Source: an optimization exercise on an open RTL-to-GDS flow (aim: small area, a short achievable clock period and few clock cycles per item). Production flows keep margins and buffers that such runs may drop.
The RTL was checked by simulation tests, not by an equivalence proof against the original design.

$ cat flow/design.v
module neurona_mac #(
    parameter int Signo     = 1,
    parameter int Magnitud  = 7,
    parameter int Precision = 24,
    parameter int Width     = Signo + Magnitud + Precision,
    parameter int NEntradas = 4
) (
    input  logic             CLK,
    input  logic             RST,
    input  logic             Inicio,
    input  logic [Width-1:0] Sesgo,
    input  logic             EntradaValida,
    input  logic [Width-1:0] Entrada,
    input  logic [Width-1:0] Peso,
    output logic             Ocupado,
    output logic             Listo,
    output logic [Width-1:0] Salida,
    output logic             Error
);
    localparam int AccW = Width + 8;
    localparam int HiW  = Width - Precision + 1;
    localparam logic [Width-1:0] MaxVal = {1'b0, {(Width-1){1'b1}}};
    localparam logic [Width-1:0] MinVal = {1'b1, {(Width-1){1'b0}}};
    localparam logic [7:0]       Ultima = 8'(NEntradas - 1);
    typedef enum logic [1:0] {
        REPOSO  = 2'd0,
        ACUMULA = 2'd1,
        FINAL   = 2'd2
    } estado_t;
    estado_t              state_q, state_d;
    logic [AccW-1:0]      acc_q, acc_d;
    logic [7:0]           cuenta_q, cuenta_d;
    logic                 err_int_q, err_int_d;
    logic [Width-1:0]     salida_q, salida_d;
    logic                 error_q, error_d;
    logic                 listo_q, listo_d;
    logic                 ocupado_q;
    logic signed [2*Width-1:0] prod;
    logic [HiW-1:0]            prod_hi;
    logic                      prod_ovf;
    logic [Width-1:0]          prod_sat;
    logic [8:0]                acc_hi;
    logic                      acc_ovf;
    logic [Width-1:0]          acc_sat;
    logic                      unused_prod_lo;
    assign prod           = $signed(Entrada) * $signed(Peso);
    assign unused_prod_lo = ^prod[Precision-1:0];
    always_comb begin
        prod_hi  = prod[2*Width-1:Precision+Width-1];
        prod_ovf = !((&prod_hi) || !(|prod_hi));
        if (prod_ovf) begin
            prod_sat = prod[2*Width-1] ? MinVal : MaxVal;
        end else begin
            prod_sat = prod[Precision+Width-1:Precision];
        end
    end
    always_comb begin
        acc_hi  = acc_q[AccW-1:Width-1];
        acc_ovf = !((&acc_hi) || !(|acc_hi));
        if (acc_ovf) begin
            acc_sat = acc_q[AccW-1] ? MinVal : MaxVal;
        end else begin
            acc_sat = acc_q[Width-1:0];
        end
    end
    always_comb begin
        state_d   = state_q;
        acc_d     = acc_q;
        cuenta_d  = cuenta_q;
        err_int_d = err_int_q;
        salida_d  = salida_q;
        error_d   = error_q;
        listo_d   = 1'b0;
        case (state_q)
            REPOSO: begin
                if (Inicio) begin
                    state_d   = ACUMULA;
                    acc_d     = {{8{Sesgo[Width-1]}}, Sesgo};
                    cuenta_d  = 8'd0;
                    err_int_d = 1'b0;
                end
            end
            ACUMULA: begin
                if (EntradaValida) begin
                    acc_d     = acc_q + {{8{prod_sat[Width-1]}}, prod_sat};
                    cuenta_d  = cuenta_q + 8'd1;
                    err_int_d = err_int_q | prod_ovf;
                    if (cuenta_q == Ultima) begin
                        state_d = FINAL;
                    end
                end
            end
            FINAL: begin
                state_d  = REPOSO;
                salida_d = acc_sat;
                error_d  = err_int_q | acc_ovf;
                listo_d  = 1'b1;
            end
            default: begin
                state_d = REPOSO;
            end
        endcase
    end
    always_ff @(posedge CLK or posedge RST) begin
        if (RST) begin
            state_q   <= REPOSO;
            acc_q     <= '0;
            cuenta_q  <= 8'd0;
            err_int_q <= 1'b0;
            salida_q  <= '0;
            error_q   <= 1'b0;
            listo_q   <= 1'b0;
            ocupado_q <= 1'b0;
        end else begin
            state_q   <= state_d;
            acc_q     <= acc_d;
            cuenta_q  <= cuenta_d;
            err_int_q <= err_int_d;
            salida_q  <= salida_d;
            error_q   <= error_d;
            listo_q   <= listo_d;
            ocupado_q <= (state_d != REPOSO);
        end
    end
    assign Ocupado = ocupado_q;
    assign Listo   = listo_q;
    assign Salida  = salida_q;
    assign Error   = error_q;
endmodule
$ cat flow/run.sh
#!/bin/bash
# synth_recipe.tcl (not shown) runs the flow's synth.tcl, then flattens the netlist and writes it again
# the make line also repeats each setting of config.mk as NAME=value (left out here)
make -C /OpenROAD-flow-scripts/flow DESIGN_CONFIG=/design/flow/config.mk WORK_HOME=/design/flow/orfs CLKGATE_MAP_FILE= SYNTH_SCRIPT=/design/flow/synth_recipe.tcl finish
$ cat flow/config.mk
export PLATFORM = sky130hd
export DESIGN_NAME = neurona_mac
export DESIGN_NICKNAME = neurona_mac
export VERILOG_FILES = /design/flow/design.v
export SDC_FILE = /design/flow/constraint.sdc
export NUM_CORES = 4
export LEC_CHECK = 0
export CAP_MARGIN = 20
export CORE_MARGIN = 2
export CORE_UTILIZATION = 40
export SLEW_MARGIN = 20
$ cat flow/constraint.sdc
create_clock -name core_clock -period 13.5 [get_ports {CLK}]
set_input_delay 2.7000 -clock core_clock [delete_from_list [all_inputs] [get_ports {CLK}]]
set_output_delay 2.7000 -clock core_clock [all_outputs]
set_load 0.01 [all_outputs]
==> run notes <==
## logic make-up (layout without fill, tap and decap cells)
family / after synthesis / in the layout / synth area share
buffers and inverters: 1204 / 1459 / 0.110
xor gates and xnor gates: 86 / 86 / 0.0183
and+or+nand+nor: 1356 / 1356 / 0.161
DFF: 86 / 86 / 0.0518
AOI/OAI and AO/OA: 465 / 465 / 0.0700
adders and majority gates: 1302 / 1302 / 0.588
muxes: 5 / 5 / 0.00124
## sequential cells by signal (all words and copies together), names as in the netlist
name       cells
state_q        2
cuenta_q       8
err_int_q      1
listo_q        1
ocupado_q      1
salida_q      32
acc_q         40
error_q        1
## tightest hold or removal path, cell delays in order, from the launching register on
cell	delay, ps
dfrtp_1	350
nand2_1	50
nand2_1	50
## final timing paths
path	from	endpoint	slack, ps	depth (start not counted)
max in group asynchronous	RST	acc_q[10]$_DFFE_PP0P_	9640	3
hold reg to reg	error_q$_DFFE_PP0P_	error_q$_DFFE_PP0P_	480	2
hold / removal	error_q$_DFFE_PP0P_	error_q$_DFFE_PP0P_	480	2
setup / recovery	Peso[8]	acc_q[39]$_DFFE_PP0P_	420	38
setup reg to reg	acc_q[1]$_DFFE_PP0P_	acc_q[39]$_DFFE_PP0P_	10230	12
min in group asynchronous	RST	cuenta_q[7]$_DFFE_PP0P_	2740	2
## final cells by class
type                    count  area, µm²
multi-input cells        3214      35100
well taps                1380       1730
clock buffers               9        225
inverters                 961       3610
clock inverters             7       73.8
fillers                  9833      55500
flip-flops and latches     86       2150
repair buffers            482       4780
## Yosys cell counts, types with 38 or more instances
library cell | instances | area [µm²]
fa_1 | 1082 | 21700
inv_1 | 961 | 3610
nand2_1 | 618 | 2320
and2_1 | 502 | 3140
clkbuf_1 | 229 | 860
ha_1 | 220 | 2750
o21ai_0 | 144 | 721
a21oi_1 | 122 | 611
nor2_1 | 98 | 368
dfrtp_1 | 86 | 2150
xnor2_1 | 51 | 447
a21o_1 | 38 | 285
## per-layer routing
layer  vias up  share of wire
li1      13869              -
met1     16307           0.41
met2       571           0.54
met3       144          0.027
met4         0          0.024
met5         -              0
## repair_timing
item / in CTS / in global routing
buffers inserted: 2 / 3
endpoints found under the hold margin: 0 / 0
setup endpoints to repair: 7 / 24
pin swaps: 0 / 30
resized for setup: 4 / 64
## stage by stage
stage	hold WS, ps	instance area (µm²)
after global placement	463	47100
after global routing	492	47700
final	478	47700
after detailed placement	469	47100
after floorplan	468	41500
after CTS	482	47400
==> results by group <==
STA
  • Setup-failing EPs final: 0
  • Worst slew margin: 0.403
  • Final Cycle Share: 0.969
  • Skew final: 8.83 ps
  • Fmax: 76.5 MHz
  • Fin crit period: 13080 ps
  • Hold Violations, Final: 0
  • Final TNS setup: 0 ps
  • Max-slew violations: 0
  • Post-route setup slack: 424 ps
  • Worst slew pin tran: 882 ps

Worst hold path
  • Min-delay worst type: reg -> reg

Critical path
  • CP required: 13690 ps
  • Top delay family on crit path: adder cells
  • Worst path most repeated cell: fa_1
  • Worst EP arrival: 13270 ps
  • Worst Path Max Fanout: 21
  • Kind of critical path: in -> reg
  • Worst Setup Start Kind: primary input
  • CP max stage cell: fa_2
  • Crit path buf inv count: 6
  • CP Capture Type: flip-flop
  • Max incr delay on CP: 650 ps

Clocking
  • Clk pin slew, worst setup/hold paths: 70 ps
  • CTS Root Cell: clkbuf_16
  • Worst-skew pair later-pin latency: 340 ps
  • CTS tree: built
  • Cts hold-fix bufs: 0
  • CTS Buf Count: 9
  • H-tree Lvls: 3
  • CTS Buffer Depth: 2
  • Clk sinks: 86

Routing
  • Vias per cell: 5.03
  • Routed wire length: 106 mm
  • DRC violations left: 0
  • Drt first pass iters: 6
  • Final ANT Viol Nets: 0
  • Via count: 30891
  • Detailed Route Iter0 Violations: 1415
  • Per-cell routed wire length: 17.3 µm

Final layout
  • N_diodes: 0
  • Most frequent cells in the layout: 1075 x fa_1, 957 x inv_1, 618 x nand2_1
  • Final Util: 0.462
  • Commonest non-fill, non-tap cell in the layout: fa_1
  • Nets: 6156
  • Area grow syn2layout: 14.9%
  • Share of cells above drive strength 1: 0.0939
  • Post-Layout Cell Count: 6139

Synthesis
  • Post-synth EDFFs: 0
  • Synthesized flop and latch total: 86
  • Syn_nets: 5906
  • Average cell area after synthesis: 9.22 µm²
  • Register area share after synthesis: 0.0518
  • Yosys cell types: 78
  • Ys async rst share: 1.00
  • Post-Synthesis Cells: 4504
  • Ys flop type: dfrtp_1
  • Netlist Area Pre-Place: 41500 µm²
  • Synth Warn #: 1

Floorplan
  • Initial core utilization: 0.402
  • Top-Level Pins: 135
  • Core Region: 103000 µm²
  • Die width: 326 µm
  • Die boundary height: 326 µm
  • Core Rows: 118
  • Die area: 106000 µm²

GRT
  • Initial antenna violation count: 0
  • First-pass GRT wire length: 179 mm
  • Vias in the first global route: 34142
  • Total GRT Usage: 0.208
  • Met1 Resource Use GR: 0.265
  • Most Crowded Layer GR: met2
  • Total gr overflow: 0
  • Global-route met3 utilization: 0.0133
  • Pin count of the biggest net entering global routing: 67
  • Met2 Resource Use GR: 0.387

Place
  • Half-perimeter wire length after placement: 92.9 mm
  • Placed Cells: 6118
  • Gp weighted congestion: 0.882
  • I/O Buffers: 134
  • Place WS: -432 ps

Job
  • Number of max-cap violations: 0

Outcome
  • Outcome: no timing/DRC/antenna violations
Testbench counts, summed over its fixed seeds: cycles 3,072, items 512.

port drivers added, routing unchanged:
The flow's constraints put no driver on any port. The routed layout listed below was extracted and timed again, unchanged, in two steps.
Step 1 assumes that a clkbuf_16 drives the clock port and a buf_2 every other input.
Step 2, shift: input delay + t, output delay - t, t = (earliest + latest rising clock arrival at the registers) / 2. This alone moves slack from input paths to output paths.
Three values: ideal, step 1, step 2; two values: the first two.
shift t [ns]: 0.372
setup WS [ns]: 0.424 / 0.440 / 0.067
worst setup path after step 2: input to register
latest minus earliest clock arrival (ns): 0.009 / 0.009
After both steps setup and hold are still met in this run. The setup slack of this run moves by +0.016 ns with the drivers and by -0.357 ns with both steps.
